This is an optimization exercise on Yosys and OpenROAD, whose aim is small area and a short achievable clock period, not a production implementation. The RTL was checked by simulation tests, not by an equivalence proof against the original design. Power is estimated from default activity; no workload was simulated. The clock port is modelled as an ideal driver; clocking choices that lean on that would not hold on a real chip.

== job 8720 ==
## writeBufferCtrl
module writeBufferCtrl (
    input  logic                            clk,
    input  logic                            rst,
    input  logic [wbPkg::dataWidth-1:0]     writeData,
    input  logic [wbPkg::userWidth-1:0]     writeDataUser,
    input  logic [wbPkg::idWidth-1:0]       writeDataID,
    input  logic [wbPkg::burstLength-1:0]   writeDataStrb,
    input  logic                            writeDataLast,
    input  logic                            writeDataValid,
    input  logic                            writeDataACKReady,
    output logic                            writeDataACKValid,
    output logic [wbPkg::userWidth-1:0]     writeDataACKUser,
    output logic [wbPkg::idWidth-1:0]       writeDataACKID,
    output logic                            writeBufferFull,
    input  logic [wbPkg::idWidth-1:0]       writeBufferAllocID,
    input  logic [wbPkg::userWidth-1:0]     writeBufferAllocUser,
    input  logic                            writeBufferAllocValid,    
    output logic [wbPkg::windowWidth-1:0]   writeRequestWindow,
    input  logic                            phyWriteModeFIFOReady,
    input  logic                            writeModeACK,
    output logic [wbPkg::dataWidth-1:0]     readData,
    output logic                            readDataLast,
    output logic                            readDataValid,
    output logic                            readDataStrb
);
    localparam int N  = wbPkg::bufferDepth;
    localparam int L  = wbPkg::burstLength;
    localparam int DW = wbPkg::dataWidth;
    localparam int BW = wbPkg::beatWidth;
    logic [N-1:0]                       validVector;
    logic [N-1:0]                       issuedVector;
    logic                               full;         
    logic [N-1:0][wbPkg::idWidth-1:0]   entryID;
    logic [N-1:0][wbPkg::userWidth-1:0] entryUser;
    logic [N-1:0][L-1:0]                entryStrb;
    logic [BW-1:0]                      wrBeat;       
    logic [N-1:0]                       wrSel;        
    logic [BW-1:0]                      rdBeat;       
    logic [N-1:0]                       rdSel;        
  ...
Size in the first run: roughly 4300 flip-flops, ~170 I/O pins, about 130000 um^2 of cells after synthesis.
export LEC_CHECK = 0
export CAP_MARGIN = 20
export CORE_MARGIN = 2
export CORE_UTILIZATION = 60
export PLACE_DENSITY = 0.7
export SETUP_SLACK_MARGIN = 1.2
export SLEW_MARGIN = 20
create_clock -name core_clock -period 3.5 [get_ports {clk}]
standard.sh (not shown) runs the stock make flow with config.mk's settings and CLKGATE_MAP_FILE= SYNTH_SCRIPT=/design/flow/synth_recipe.tcl, a recipe that flattens the netlist after the stock synthesis.
==> flow/flow/run.sh <==
#!/bin/bash
# Standard layout, with the clock tree built from clkbuf_16 only, in larger
# sink clusters and without dummy balancing loads; ports buffered with buf_2.
set -euo pipefail
export BUFFER_PORTS_ARGS="-buffer_cell sky130_fd_sc_hd__buf_2"
export CTS_ARGS="-sink_clustering_enable -repair_clock_nets -dont_use_dummy_load -sink_clustering_size 32 -sink_clustering_max_diameter 60 -buf_list sky130_fd_sc_hd__clkbuf_16 -root_buf sky130_fd_sc_hd__clkbuf_16"
bash standard.sh finish > make_finish.log 2>&1
--- input diff job 8720..job 387 ---
- a change of SLEW_MARGIN from 20 to 10
- a change of CAP_MARGIN from 20 to 10
==> flow/flow/run.sh <==
#!/bin/bash
# Standard layout, with the clock tree built from clkbuf_16 only, in larger
# sink clusters and without dummy balancing loads; ports buffered with buf_2.
set -euo pipefail
export BUFFER_PORTS_ARGS="-buffer_cell sky130_fd_sc_hd__buf_2"
export CTS_ARGS="-sink_clustering_enable -repair_clock_nets -dont_use_dummy_load -sink_clustering_size 32 -sink_clustering_max_diameter 80 -buf_list sky130_fd_sc_hd__clkbuf_16 -root_buf sky130_fd_sc_hd__clkbuf_16"
bash standard.sh finish > make_finish.log 2>&1
Notes after the runs:
- In the flow results for job 8720 and job 387, the met2 wirelength from detailed routing is larger on job 8720.
- Job 8720 has a higher design area than job 387.
- Per the comparison of job 387 with job 8720, hold slack now sits higher; footprint of the multi-input gates now sits at about the same level; via count now sits lower.
Changes in job 1267 relative to job 387:
- swapping 10 for 20 in SLEW_MARGIN
- swapping 10 for 20 in CAP_MARGIN
- swapping 60 for 63 in CORE_UTILIZATION
- swapping 0.7 for 0.72 in PLACE_DENSITY
[summary]
- Changes observed in job 1267 relative to job 387: share of total power in the clock network shows no meaningful change, proportion of cell area occupied by multi-input gates saw little to no change, via count has remained practically unchanged.
- Job 387 → job 1267: sequential share of power neither gained nor lost much; chip height lost 2.4%; power stayed essentially flat.
- In job 1267, the wire length on met1 came out about 2% below the value in job 387.
- Density: job 1267 denser than job 387
Here is what was changed in the inputs of job 4807 compared with job 1267.
- a change of CORE_UTILIZATION from 63 to 67
- a change of PLACE_DENSITY from 0.72 to 0.75
- a change of SETUP_SLACK_MARGIN from 1.2 to 1.35
==> flow/flow/run.sh <==
#!/bin/bash
# Standard layout, with the clock tree built from clkbuf_16 only, in larger
# sink clusters and without dummy balancing loads; ports buffered with buf_2.
set -euo pipefail
export BUFFER_PORTS_ARGS="-buffer_cell sky130_fd_sc_hd__buf_2"
export CTS_ARGS="-sink_clustering_enable -repair_clock_nets -dont_use_dummy_load -sink_clustering_size 28 -sink_clustering_max_diameter 60 -buf_list sky130_fd_sc_hd__clkbuf_16 -root_buf sky130_fd_sc_hd__clkbuf_16"
bash standard.sh finish > make_finish.log 2>&1
==> results.txt <==
Job 4807 finished end to end and its layout was clean on timing, DRC and antenna.
On top achievable clock speed: between job 1267 and job 4807, it ends up lower for job 4807.
Job 1267 -> job 4807: per-cell via count in the routed design increased by a few percent
| remaining max-slew budget at the tightest pin | job 4807 vs job 1267 | 13 points higher |
A class of the most critical setup path of reg -> reg is what job 4807 shows, while reg -> out belongs to job 1267.
Relative to job 1267, job 4807 degrades setup slack.
Here is what was changed in the inputs of job 442 compared with job 4807.
- SETUP_SLACK_MARGIN now 1.2, was 1.35
- PLACE_DENSITY now 0.7, was 0.75
- CORE_UTILIZATION now 60, was 67
==> flow/flow/run.sh <==
#!/bin/bash
# Standard layout, with the clock tree built from clkbuf_16 only, in larger
# sink clusters and without dummy balancing loads; ports buffered with buf_2.
set -euo pipefail
export BUFFER_PORTS_ARGS="-buffer_cell sky130_fd_sc_hd__buf_2"
export CTS_ARGS="-sink_clustering_enable -repair_clock_nets -dont_use_dummy_load -sink_clustering_size 32 -sink_clustering_max_diameter 80 -buf_list sky130_fd_sc_hd__clkbuf_16 -root_buf sky130_fd_sc_hd__clkbuf_16"
bash standard.sh finish > make_finish.log 2>&1
## What came out
- Between job 442 and job 4807, pin count of the biggest net entering global routing is lower for job 4807, job 442 comes in above that.
- Job 442 vs. job 4807: flip-flop and latch share of the layout cell area saw an increase; overall via count from detail_route saw a decrease; global-route wire length before repair saw a decrease.
- NOTE: setup slack in job 442 exceeds that of job 4807
- Measured against each other, job 442 and job 4807 differ in register-to-register slack, the higher figure coming from job 442.
- Compared with job 4807, job 442 shows power lower by about 4%.
- Final instance area: job 442 < job 4807
- Across both runs, portion of total power attributed to the clock network was lower for job 442 than for job 4807.
- Max setup slack at placement across job 442 and job 4807: job 442
Modified inputs, job 4477 compared to job 442
- SETUP_SLACK_MARGIN: 1.2 -> 1.35
### Flow results
- STATUS global-route wire length before repair: job 4477 loses against job 442
- Total power came out higher on job 4477 than on job 442.
- For the layout-stage area growth over the synthesis result, job 4477 came in 0.39 points higher than job 442 did.
- Summary of job 4477 over job 442: post-CTS setup buffer count increased by about 60% relative to the old numbers, critical path depth increased by 5 relative to the old numbers, utilization shows an increase of 0.23 points, power of the combinational group higher.

port drivers added, routing unchanged:
The flow's constraints put no driver on any port. The routed layouts listed below were extracted and timed again, unchanged, in two steps.
Step 1, drivers: a clkbuf_16 drives clk and a buf_2 each remaining input, both assumed.
Step 2 also shifts input and output timing later by t, the mid clock arrival at the registers, as if the neighbouring blocks saw the same clock.
Three values: ideal ports, drivers, drivers and shift; two values: the first two.
run	t (ns)	setup WS [ns]	latest minus earliest clock arrival (ns)	worst data-port slew with drivers (ns)
job 8720	0.923	1.227 / 1.136 / 0.483	0.123 / 0.122	0.14
job 387	0.891	1.253 / 1.171 / 0.527	0.101 / 0.101	0.14
job 1267	0.914	1.213 / 1.122 / 0.461	0.086 / 0.086	0.17
job 4807	0.913	1.203 / 1.167 / 0.470	0.098 / 0.098	0.13
job 442	0.891	1.253 / 1.171 / 0.527	0.101 / 0.101	0.14
job 4477	0.889	1.219 / 1.167 / 0.468	0.099 / 0.099	0.14
After both steps every run listed still meets setup and hold. The setup slack of job 1267, which loses most, moves by -0.091 ns with the drivers and by -0.752 ns with both steps.
